Background: an optimization exercise with open tools, aiming at small area. Do not read the settings as production practice.
Only simulation tests tie the RTL to the original design; equivalence was not proved.

==> run a <==
==> flow/design.v <==
package aes_pkg;
    typedef logic [7:0] byte_t;
    localparam int LANE_MAX = 16;
endpackage
module sbox_in
(
    input  logic [7:0] x,
    output logic [7:0] f,
    output logic [7:0] g
);
    logic a8, a9, a10, a11, a12, a13, a14, a15, a16, a17, a18, a19, a20, a21, a22, a23, a24;
    assign a8 = x[3] ^ x[6];
    assign a9 = x[4] ^ x[7];
    assign a10 = x[1] ^ a9;
    assign a11 = x[2] ^ x[7];
    assign a12 = a8 ^ a10;
    assign a13 = x[2] ^ a8;
    assign a14 = x[3] ^ a11;
    assign a15 = x[4] ^ a11;
    assign a16 = x[0] ^ a8;
    assign a17 = a12 ^ a16;
    assign a18 = a10 ^ a14;
    assign a19 = x[5] ^ a8;
    assign a20 = x[3] ^ a10;
    assign a21 = x[7] ^ a16;
    assign a22 = x[4] ^ a17;
    assign a23 = a11 ^ a17;
    assign a24 = x[5] ^ a15;
    assign f[0] = a15;
    assign f[1] = x[7];
    assign f[2] = a12;
    assign f[3] = a24;
    assign f[4] = a20;
    assign f[5] = a23;
    assign f[6] = a13;
    assign f[7] = a16;
    assign g[0] = a21;
    assign g[1] = a22;
    assign g[2] = a19;
    assign g[3] = ~a13;
    assign g[4] = a12;
    assign g[5] = a14;
    assign g[6] = a11;
    assign g[7] = ~a18;
endmodule
module sbox_core
(
    input  logic [7:0] v,
    output logic [7:0] yf,
    output logic [7:0] yi
);
    logic [21:0] y;
    logic b8, b9, b10, b11, b12, b13, b14, b15, b16, b17, b18, b19, b20, b21, b22;
    assign b8 = v[2] ^ v[5];
    assign b9 = v[1] ^ b8;
    assign b10 = v[3] ^ v[7];
    assign b11 = v[0] ^ v[2];
    assign b12 = v[6] ^ b9;
    assign b13 = v[4] ^ b12;
    assign b14 = v[2] ^ b10;
    assign b15 = v[3] ^ b11;
    assign b16 = v[3] ^ v[4];
    assign b17 = v[1] ^ b13;
    assign b18 = b11 ^ b12;
    assign b19 = b9 ^ b10;
    assign b20 = v[6] ^ b13;
    assign b21 = v[5] ^ b19;
    assign b22 = b13 ^ b15;
    assign y[0] = b12;
    assign y[1] = b13;
    assign y[2] = v[4];
    assign y[3] = b18;
    assign y[4] = b22;
    assign y[5] = b16;
    assign y[6] = b11;
    assign y[7] = b15;
    assign y[8] = v[3];
    assign y[9] = b8;
    assign y[10] = v[1];
    assign y[11] = b9;
    assign y[12] = v[5];
    assign y[13] = b21;
    assign y[14] = b19;
    assign y[15] = v[2];
    assign y[16] = b14;
    assign y[17] = b10;
    assign y[18] = v[7];
    assign y[19] = v[0];
    assign y[20] = b17;
    assign y[21] = b20;
    logic [8:0] p;
    logic [12:0] pl;
    logic [3:0] th, d;
    assign p[0] = y[0] & y[9];
    assign p[1] = y[1] & y[10];
    assign p[2] = y[2] & y[11];
    assign p[3] = y[3] & y[12];
    assign p[4] = y[4] & y[13];
    assign p[5] = y[5] & y[14];
    assign p[6] = y[6] & y[15];
    assign p[7] = y[7] & y[16];
    assign p[8] = y[8] & y[17];
    assign pl = {y[21:18], p};
    logic e13, e14, e15, e16, e17, e18, e19, e20, e21, e22, e23, e24, e25, e26;
    assign e13 = pl[5] ^ pl[6];
    assign e14 = pl[2] ^ pl[6];
    assign e15 = pl[0] ^ pl[7];
    assign e16 = pl[12] ^ e14;
    assign e17 = e15 ^ e16;
    assign e18 = pl[8] ^ e13;
    assign e19 = pl[4] ^ pl[9];
    assign e20 = e18 ^ e19;
    assign e21 = pl[8] ^ e14;
    assign e22 = pl[1] ^ pl[11];
    assign e23 = e21 ^ e22;
    assign e24 = pl[3] ^ pl[10];
    assign e25 = pl[7] ^ e13;
    assign e26 = e24 ^ e25;
    assign th[0] = e20;
    assign th[1] = e26;
    assign th[2] = e23;
    assign th[3] = e17;
    logic n25, n26, n27, n28, n30, n31, n32, n34, n35, n36, n38, n39;
    assign n25 = th[0] ^ th[1];
    assign n26 = th[0] & th[2];
    assign n27 = th[3] ^ n26;
    assign n28 = n25 & n27;
    assign d[3] = n28 ^ th[1];
    assign n30 = th[2] ^ th[3];
    assign n31 = th[1] ^ n26;
    assign n32 = n31 & n30;
    assign d[1] = n32 ^ th[3];
    assign n34 = th[2] ^ d[1];
    assign n35 = n27 ^ d[1];
    assign n36 = th[3] & n35;
    assign d[0] = n36 ^ n34;
    assign n38 = n27 ^ n36;
    assign n39 = d[3] & n38;
    assign d[2] = n25 ^ n39;
    logic [8:0] kd;
    logic h4, h5, h6, h7, h8;
    assign h4 = d[0] ^ d[1];
    assign h5 = d[2] ^ d[3];
    assign h6 = h4 ^ h5;
    assign h7 = d[0] ^ d[2];
    assign h8 = h6 ^ h7;
    assign kd[0] = d[3];
    assign kd[1] = d[2];
    assign kd[2] = h5;
    assign kd[3] = d[1];
    assign kd[4] = d[0];
    assign kd[5] = h4;
    assign kd[6] = h8;
    assign kd[7] = h7;
    assign kd[8] = h6;
    logic [17:0] zz;
    assign zz[0] = kd[0] & y[9];
    assign zz[1] = kd[1] & y[10];
    assign zz[2] = kd[2] & y[11];
    assign zz[3] = kd[3] & y[12];
    assign zz[4] = kd[4] & y[13];
    assign zz[5] = kd[5] & y[14];
    assign zz[6] = kd[6] & y[15];
    assign zz[7] = kd[7] & y[16];
    assign zz[8] = kd[8] & y[17];
    assign zz[9] = kd[0] & y[0];
    assign zz[10] = kd[1] & y[1];
    assign zz[11] = kd[2] & y[2];
    assign zz[12] = kd[3] & y[3];
    assign zz[13] = kd[4] & y[4];
    assign zz[14] = kd[5] & y[5];
    assign zz[15] = kd[6] & y[6];
    assign zz[16] = kd[7] & y[7];
    assign zz[17] = kd[8] & y[8];
    logic c18, c19, c20, c21, c22, c23, c24, c25, c26, c27, c28, c29, c30, c31, c32, c33, c34, c35, c36, c37, c38, c39, c40, c41, c42, c43, c44, c45, c46, c47, c48, c49;
    assign c18 = zz[6] ^ zz[8];
    assign c19 = zz[4] ^ zz[5];
    assign c20 = zz[12] ^ zz[14];
    assign c21 = zz[9] ^ zz[11];
    assign c22 = zz[1] ^ zz[2];
    assign c23 = c20 ^ c21;
    assign c24 = c18 ^ c22;
    assign c25 = c18 ^ c19;
    assign c26 = zz[16] ^ c24;
    assign c27 = c23 ^ c25;
    assign c28 = zz[7] ^ zz[8];
    assign c29 = zz[3] ^ zz[4];
    assign c30 = c27 ^ c28;
    assign c31 = zz[15] ^ c26;
    assign c32 = zz[12] ^ zz[13];
    assign c33 = c21 ^ c31;
    assign c34 = zz[17] ^ c32;
    assign c35 = c29 ^ c30;
    assign c36 = c26 ^ c34;
    assign c37 = c27 ^ c33;
    assign c38 = zz[0] ^ zz[1];
    assign c39 = c36 ^ c37;
    assign c40 = zz[9] ^ zz[10];
    assign c41 = c32 ^ c40;
    assign c42 = c24 ^ c39;
    assign c43 = c30 ^ c38;
    assign c44 = c23 ^ c24;
    assign c45 = c33 ^ c41;
    assign c46 = c29 ^ c38;
    assign c47 = c25 ^ c46;
    assign c48 = c35 ^ c41;
    assign c49 = c39 ^ c48;
    assign yf[0] = ~c27;
    assign yf[1] = ~c25;
    assign yf[2] = c47;
    assign yf[3] = c45;
    assign yf[4] = c44;
    assign yf[5] = ~c35;
    assign yf[6] = ~c36;
    assign yf[7] = c33;
    assign yi[0] = c27;
    assign yi[1] = c37;
    assign yi[2] = c43;
    assign yi[3] = c25;
    assign yi[4] = c49;
    assign yi[5] = c35;
    assign yi[6] = c42;
    assign yi[7] = c36;
endmodule
module sbox_sub_bytes_pipe
#(
    parameter int LANES = 16,
    parameter int CNT_W = 16
) (
    input  logic               clk,
    input  logic               rst_n,
    input  logic               flush,
    input  logic               in_valid,
    output logic               in_ready,
    input  logic               in_inv,
    input  logic [8*LANES-1:0] in_data,
    output logic               out_valid,
    input  logic               out_ready,
    output logic               out_inv,
    output logic [8*LANES-1:0] out_data,
    output logic               busy,
    output logic [CNT_W-1:0]   done_cnt
);
    logic               s1_valid_r;
    logic               s1_inv_r;
    logic [8*LANES-1:0] s1_data_r;
    logic               s2_valid_r;
    logic               s2_inv_r;
    logic [8*LANES-1:0] s2_data_r;
    logic               busy_r;
    logic [CNT_W-1:0]   done_cnt_r;
    logic               s2_adv_s;
    logic               s1_ld_s;
    logic               accept_s;
    logic               s1_valid_nxt_s;
    logic               s2_valid_nxt_s;
    logic               s1_sel_f_s, s1_sel_i_s, s1_sel_h_s;
    logic               s2_sel_f_s, s2_sel_i_s, s2_sel_h_s;
    logic [8*LANES-1:0] in_f_s, in_g_s, s1_data_nxt_s;
    logic [8*LANES-1:0] sub_f_s, sub_i_s, s2_data_nxt_s;
    assign s2_adv_s       = !s2_valid_r || out_ready;
    assign s1_ld_s        = !s1_valid_r || s2_adv_s;
    assign in_ready       = !rst_n || (!flush && s1_ld_s);
    assign accept_s       = in_valid && !flush && s1_ld_s;
    assign s1_valid_nxt_s = accept_s || (!flush && s1_valid_r && !s2_adv_s);
    assign s2_valid_nxt_s = !flush && (s2_adv_s ? s1_valid_r : s2_valid_r);
    assign s1_sel_f_s = s1_ld_s && !in_inv;
    assign s1_sel_i_s = s1_ld_s && in_inv;
    assign s1_sel_h_s = !s1_ld_s;
    assign s2_sel_f_s = s2_adv_s && !s1_inv_r;
    assign s2_sel_i_s = s2_adv_s && s1_inv_r;
    assign s2_sel_h_s = !s2_adv_s;
    for (genvar g = 0; g < LANES; g++) begin : g_lane
        sbox_in u_in (
            .x (in_data[8*g +: 8]),
            .f (in_f_s[8*g +: 8]),
            .g (in_g_s[8*g +: 8])
        );
        sbox_core u_core (
            .v  (s1_data_r[8*g +: 8]),
            .yf (sub_f_s[8*g +: 8]),
            .yi (sub_i_s[8*g +: 8])
        );
    end
    assign s1_data_nxt_s = ({8*LANES{s1_sel_f_s}} & in_f_s)
                         | ({8*LANES{s1_sel_i_s}} & in_g_s)
                         | ({8*LANES{s1_sel_h_s}} & s1_data_r);
    assign s2_data_nxt_s = ({8*LANES{s2_sel_f_s}} & sub_f_s)
                         | ({8*LANES{s2_sel_i_s}} & sub_i_s)
                         | ({8*LANES{s2_sel_h_s}} & s2_data_r);
    always_ff @(posedge clk or negedge rst_n) begin
        if (!rst_n) begin
            s1_valid_r <= 1'b0;
            s2_valid_r <= 1'b0;
            busy_r     <= 1'b0;
        end else begin
            s1_valid_r <= s1_valid_nxt_s;
            s2_valid_r <= s2_valid_nxt_s;
            busy_r     <= s1_valid_nxt_s || s2_valid_nxt_s;
        end
    end
    always_ff @(posedge clk) begin
        s1_data_r <= s1_data_nxt_s;
        s2_data_r <= s2_data_nxt_s;
        if (s1_ld_s) begin
            s1_inv_r <= in_inv;
        end
        if (s2_adv_s) begin
            s2_inv_r <= s1_inv_r;
        end
    end
    always_ff @(posedge clk or negedge rst_n) begin
        if (!rst_n) begin
            done_cnt_r <= '0;
        end else if (s2_valid_r && out_ready) begin
            done_cnt_r <= done_cnt_r + {{(CNT_W-1){1'b0}}, 1'b1};
        end
    end
    assign out_valid = s2_valid_r;
    assign out_inv   = s2_inv_r;
    assign out_data  = s2_data_r;
    assign busy      = busy_r;
    assign done_cnt  = done_cnt_r;
endmodule
==> flow/flow/run.sh <==
#!/bin/bash
# Layout flow: the standard flow (standard.sh) with three changes, none of which touches
# the design's constraints:
#  - synthesis is the standard flow's own script (synth_recipe.tcl), so the registers are the standard
#    synthesis's, but ABC maps the logic for area (flow/area.abc) instead of speed: the
#    design has several ns of slack at the 10 ns clock;
#  - every input and output port still gets a buffer, but the smallest one (buf_1);
#  - clock tree synthesis without dummy loads, with clkbuf_16 at the leaves.
set -euo pipefail
W=$(pwd)
{
  cat <<EOF
proc abc {args} {
  set i [lsearch -exact \$args -script]
  if {\$i >= 0} { lset args [expr {\$i+1}] $W/flow/area.abc }
  puts "abc with the area script: \$args"
  yosys abc {*}\$args
}
EOF
  cat synth_recipe.tcl
} > my_synth.tcl
sed "s#SYNTH_SCRIPT=[^ ]*#SYNTH_SCRIPT=$W/my_synth.tcl#" standard.sh > my_standard.sh
bash my_standard.sh synth > synth.log 2>&1
CTS="-sink_clustering_enable -repair_clock_nets -dont_use_dummy_load"
CTS="$CTS -sink_clustering_size 30 -sink_clustering_max_diameter 100"
CTS="$CTS -buf_list sky130_fd_sc_hd__clkbuf_16 -root_buf sky130_fd_sc_hd__clkbuf_8 -tree_buf sky130_fd_sc_hd__clkbuf_8"
bash my_standard.sh "BUFFER_PORTS_ARGS=-buffer_cell sky130_fd_sc_hd__buf_1" "CTS_ARGS=$CTS" finish > layout.log 2>&1
test -f out/final.def
==> flow/flow/area.abc <==
&get -n
&dch -f
&nf -R 1000 -p -C 32
&put
&get -n
&dch -f
&nf -R 1000 -p -C 32
&put
==> flow/standard.sh <==
#!/bin/bash
# synth_recipe.tcl (not shown) runs the flow's synth.tcl, then flattens the netlist and writes it again
# the make line also repeats each setting of config.mk as NAME=value (left out here)
make -C /OpenROAD-flow-scripts/flow DESIGN_CONFIG=/design/flow/config.mk WORK_HOME=/design/flow/orfs CLKGATE_MAP_FILE= SYNTH_SCRIPT=/design/flow/synth_recipe.tcl "${@:-finish}"
==> flow/config.mk <==
export PLATFORM = sky130hd
export DESIGN_NAME = sbox_sub_bytes_pipe
export DESIGN_NICKNAME = sbox_sub_bytes_pipe
export VERILOG_FILES = /design/flow/design.v
export SDC_FILE = /design/flow/constraint.sdc
export NUM_CORES = 8
export LEC_CHECK = 0
export CAP_MARGIN = 20
export CELL_PAD_IN_SITES_DETAIL_PLACEMENT = 0
export CELL_PAD_IN_SITES_GLOBAL_PLACEMENT = 0
export CORE_MARGIN = 2
export CORE_UTILIZATION = 62
export CTS_BUF_LIST = sky130_fd_sc_hd__clkbuf_16
export CTS_CLUSTER_DIAMETER = 100
export CTS_CLUSTER_SIZE = 30
export PLACE_DENSITY = 0.75
export SLEW_MARGIN = 20
==> flow/constraint.sdc <==
create_clock -name core_clock -period 10.0 [get_ports {clk}]
set_input_delay 2.0000 -clock core_clock [delete_from_list [all_inputs] [get_ports {clk}]]
set_output_delay 2.0000 -clock core_clock [all_outputs]
set_load 0.01 [all_outputs]
==> run b (differences from run a) <==
CORE_UTILIZATION = 76   (was 62)
PLACE_DENSITY = 0.89   (was 0.75)
==> comparison table <==
                                                                        run a                    run b
Outcome                                               complete, no violations  complete, no violations
Via count normalized by instance count                                  5.626                    5.959
Min Clock Period, post-route                                         6.477 ns                 6.485 ns
Data required, critical path                                         10.42 ns                 10.40 ns
Routing usage on met1                                                  37.52%                   43.78%
Initial detailed-routing violation count                                 1244                     1560
Die footprint                                                     0.03957 mm2              0.03242 mm2
Clock buffer count                                                         15                       13
GR Layer Usage met2                                                    52.67%                   63.98%
Area grow syn2layout                                                   9.237%                   8.308%
# fillers                                                                3173                     2023
Final core utilization                                                 68.47%                   83.40%
Placed wire-length estimate after detailed placement                 45.22 mm                 45.34 mm

## afterwards: timing with drivers on the ports
Ports are ideal in the flow. The routed layouts listed here were re-timed in OpenROAD. Step 1 assumes that a clkbuf_16 drives the clock port and a buf_2 every other input. Step 2 moves the port delays by t, midway between the first and last clock arrival at a register: inputs arrive t later, outputs are due t later. That takes back most of the time a late clock gives input paths. a / b / c = no drivers / after step 1 / after step 2; a / b = the first two.
run	t (ns)	setup WS [ns]	worst hold slack (ns)	latest minus earliest clock arrival (ns)
run a	0.625	3.523 / 3.523 / 3.523	0.475 / 0.475 / 0.475	0.034 / 0.033
run b	0.600	3.515 / 3.515 / 3.515	0.479 / 0.479 / 0.479	0.048 / 0.048
After both steps every run listed still meets setup and hold.
